From an optimization exercise on the open Yosys and OpenROAD flow, aimed at small area; shortcuts taken in it are not production practice.
Only simulation tests tie the RTL to the original design; equivalence was not proved.
No activity file was given, so power comes from the tool's default toggle rates.

Design ptp_perout_gen, start of the top module:
module ptp_perout_gen #(
    parameter int FNS_W        = 16,
    parameter bit OUT_POLARITY = 1'b1
) (
    input  logic        clk,
    input  logic        rst_n,
    input  logic [95:0] ts_96,
    input  logic        enable,
    input  logic        cfg_valid,
    input  logic [79:0] cfg_start,
    input  logic [79:0] cfg_period,
    input  logic [79:0] cfg_width,
    output logic        perout,
    output logic        locked,
    output logic        cfg_error
);
For scale: about 3300 cells after synthesis, roughly 400 flip-flops, ~26000 um2 of cells after synthesis.
==> flow/config.mk <==
export PLATFORM = sky130hd
export DESIGN_NAME = ptp_perout_gen
export DESIGN_NICKNAME = ptp_perout_gen
export VERILOG_FILES = /design/flow/design.v
export SDC_FILE = /design/flow/constraint.sdc
export NUM_CORES = 4
export LEC_CHECK = 0
export ABC_AREA = 1
export CAP_MARGIN = 20
export CORE_MARGIN = 2
export CORE_UTILIZATION = 40
export CTS_BUF_LIST = sky130_fd_sc_hd__clkbuf_4
export SLEW_MARGIN = 20
==> flow/constraint.sdc <==
create_clock -name core_clock -period 8.5 [get_ports {clk}]
set_input_delay 1.7000 -clock core_clock [delete_from_list [all_inputs] [get_ports {clk}]]
set_output_delay 1.7000 -clock core_clock [all_outputs]
set_load 0.01 [all_outputs]
standard.sh (not shown) runs the stock make flow with config.mk's settings and CLKGATE_MAP_FILE= SYNTH_SCRIPT=/design/flow/synth_recipe.tcl, a recipe that flattens the netlist after the stock synthesis.
==> flow/flow/run.sh <==
#!/bin/bash
# The standard layout (standard.sh, unchanged synthesis), except that the buffers put on
# the input and output ports are the smallest buffer cell, sky130_fd_sc_hd__buf_1, and clock
# tree synthesis builds the tree from sky130_fd_sc_hd__clkbuf_8 without dummy loads.
set -euo pipefail
export BUFFER_PORTS_ARGS="-buffer_cell sky130_fd_sc_hd__buf_1"
export CTS_ARGS="-sink_clustering_enable -repair_clock_nets -dont_use_dummy_load -buf_list sky130_fd_sc_hd__clkbuf_8"
bash standard.sh > standard.log 2>&1
The baseline passed the timing, design-rule and antenna checks.
Rerun with:
==> flow/flow/run.sh (replaced) <==
#!/bin/bash
# The standard layout (standard.sh, unchanged synthesis), except that the buffers put on
# the input and output ports are the smallest buffer cell, sky130_fd_sc_hd__buf_1, and clock
# tree synthesis builds the tree from sky130_fd_sc_hd__clkbuf_4 without dummy loads.
set -euo pipefail
export BUFFER_PORTS_ARGS="-buffer_cell sky130_fd_sc_hd__buf_1"
export CTS_ARGS="-sink_clustering_enable -repair_clock_nets -dont_use_dummy_load -buf_list sky130_fd_sc_hd__clkbuf_4"
bash standard.sh > standard.log 2>&1
--- a/flow/config.mk
+++ b/flow/config.mk
@@ -10,4 +10,3 @@
 export CORE_MARGIN = 2
-export CORE_UTILIZATION = 40
-export CTS_BUF_LIST = sky130_fd_sc_hd__clkbuf_4
+export CORE_UTILIZATION = 60
 export SLEW_MARGIN = 20
What happened: Total power shrinks by 2.8%; worst hold slack hardly moves; cell area is lower by 1.9%; clock-buffer cell count is higher by 33; via count came out higher by 4.2%; worst setup slack loses 22 ps; die area goes down by 33%; non-clock buffer count went down by 5; final cell count is lower by 5.2%; wire length went down by 4.3%; register-to-register slack gets worse by 20 ps.
Rerun with:
==> flow/flow/run.sh (replaced) <==
#!/bin/bash
# The standard layout (standard.sh, unchanged synthesis), except that the buffers put on
# the input and output ports are the smallest buffer cell, sky130_fd_sc_hd__buf_1, and clock
# tree synthesis builds the tree from sky130_fd_sc_hd__clkbuf_8 in larger sink clusters,
# without dummy loads.
set -euo pipefail
export BUFFER_PORTS_ARGS="-buffer_cell sky130_fd_sc_hd__buf_1"
export CTS_ARGS="-sink_clustering_enable -repair_clock_nets -dont_use_dummy_load -buf_list sky130_fd_sc_hd__clkbuf_8 -sink_clustering_size 16 -sink_clustering_max_diameter 80"
bash standard.sh > standard.log 2>&1
--- a/flow/config.mk
+++ b/flow/config.mk
@@ -10,3 +10,3 @@
 export CORE_MARGIN = 2
-export CORE_UTILIZATION = 60
+export CORE_UTILIZATION = 40
 export SLEW_MARGIN = 20
=>
- setup slack improved by 24 ps
- clock-buffer cell count shrinks by 73
- cell count grows by a few percent
- worst hold slack hardly moves
Rerun with:
==> flow/flow/run.sh (replaced) <==
#!/bin/bash
# The standard layout (standard.sh, unchanged synthesis), except that the buffers put on
# the input and output ports are the smallest buffer cell, sky130_fd_sc_hd__buf_1, and clock
# tree synthesis builds the tree from sky130_fd_sc_hd__clkbuf_16 in larger sink clusters,
# without dummy loads.
set -euo pipefail
export BUFFER_PORTS_ARGS="-buffer_cell sky130_fd_sc_hd__buf_1"
export CTS_ARGS="-sink_clustering_enable -repair_clock_nets -dont_use_dummy_load -buf_list sky130_fd_sc_hd__clkbuf_16 -sink_clustering_size 24 -sink_clustering_max_diameter 100"
bash standard.sh > standard.log 2>&1
--- a/flow/config.mk
+++ b/flow/config.mk
@@ -10,3 +10,3 @@
 export CORE_MARGIN = 2
-export CORE_UTILIZATION = 40
+export CORE_UTILIZATION = 60
 export SLEW_MARGIN = 20
Fmax drops by a few percent. Final cell count shrinks by a few percent. Sequential cell count does not change. Register-to-register slack gets worse by 70 ps.
Rerun with:
==> flow/flow/run.sh (replaced) <==
#!/bin/bash
# The standard layout (standard.sh, unchanged synthesis), except that the buffers put on
# the input and output ports are the smallest buffer cell, sky130_fd_sc_hd__buf_1.
set -euo pipefail
export BUFFER_PORTS_ARGS="-buffer_cell sky130_fd_sc_hd__buf_1"
bash standard.sh > standard.log 2>&1
--- a/flow/config.mk
+++ b/flow/config.mk
@@ -10,3 +10,4 @@
 export CORE_MARGIN = 2
-export CORE_UTILIZATION = 60
+export CORE_UTILIZATION = 40
+export CTS_BUF_LIST = sky130_fd_sc_hd__clkbuf_4
 export SLEW_MARGIN = 20
Flip-flop and latch count stays the same.
Final cell count is higher by about 11%.
Final area is higher by 4.8%.
Hold slack loses 7.2 ps.
First-iteration DRC count is lower by 20%.
Utilization is lower by 20 points.
Total power is higher by 14%.
Setup slack gains 220 ps.
Non-clock buffer count is higher by 4.
Clock power is higher by 83%.
Routed wire length is higher by 6.0%.
Rerun with:
==> flow/flow/run.sh (replaced) <==
#!/bin/bash
# The standard layout (standard.sh, unchanged synthesis), except that the buffers put on
# the input and output ports are the smallest buffer cell, sky130_fd_sc_hd__buf_1, and clock
# tree synthesis builds the tree from sky130_fd_sc_hd__clkbuf_16 in larger sink clusters,
# without dummy loads.
set -euo pipefail
export BUFFER_PORTS_ARGS="-buffer_cell sky130_fd_sc_hd__buf_1"
export CTS_ARGS="-sink_clustering_enable -repair_clock_nets -dont_use_dummy_load -buf_list sky130_fd_sc_hd__clkbuf_16 -sink_clustering_size 30 -sink_clustering_max_diameter 150"
bash standard.sh > standard.log 2>&1
--- a/flow/config.mk
+++ b/flow/config.mk
@@ -11,3 +11,2 @@
 export CORE_UTILIZATION = 40
-export CTS_BUF_LIST = sky130_fd_sc_hd__clkbuf_4
 export SLEW_MARGIN = 20
After rerunning: Final area decreases by about 4%. Power decreases by about 14%. Critical path depth stays the same. Via count decreases by about 3.3%. Sequential share of layout area increases by 1.4 points. Wire length decreases by about 3.4%. Register-to-register slack stays flat.

-- afterwards: timing with drivers on the ports --
How much do the figures lean on ideal ports? The routed layouts below were timed once more, with nothing changed but the port constraints. Step 1: set_driving_cell puts a clkbuf_16 on clk and a buf_2 on each other input, an assumption about the parent block. Step 2 times the ports against the registers' clock, not the clock port: input delays grow and output delays shrink by t, the midpoint of the rising clock arrivals with the driver on. a / b / c = ideal ports / drivers / drivers and shift; a / b = the first two.
run | t, ns | setup slack, ns | hold WS [ns] | worst register clock-pin slew, ns
the first run | 0.684 | 0.653 / 0.653 / 0.230 | 0.440 / 0.440 / 0.440 | 0.06 / 0.06
the second run | 0.884 | 0.631 / 0.631 / -0.186 | 0.441 / 0.441 / 0.441 | 0.07 / 0.07
the third run | 0.645 | 0.655 / 0.655 / 0.227 | 0.442 / 0.442 / 0.442 | 0.11 / 0.11
the fourth run | 0.598 | 0.484 / 0.519 / -0.079 | 0.449 / 0.449 / 0.449 | 0.10 / 0.10
the fifth run | 0.957 | 0.702 / 0.702 / 0.280 | 0.441 / 0.441 / 0.441 | 0.08 / 0.08
the sixth run | 0.601 | 0.698 / 0.698 / 0.235 | 0.447 / 0.447 / 0.447 | 0.12 / 0.12
Met with ideal ports but missed after step 2: setup timing in the second run and the fourth run. For the second run, which loses most, drivers alone change the setup slack by 0.000 ns; drivers and shift together by -0.817 ns.
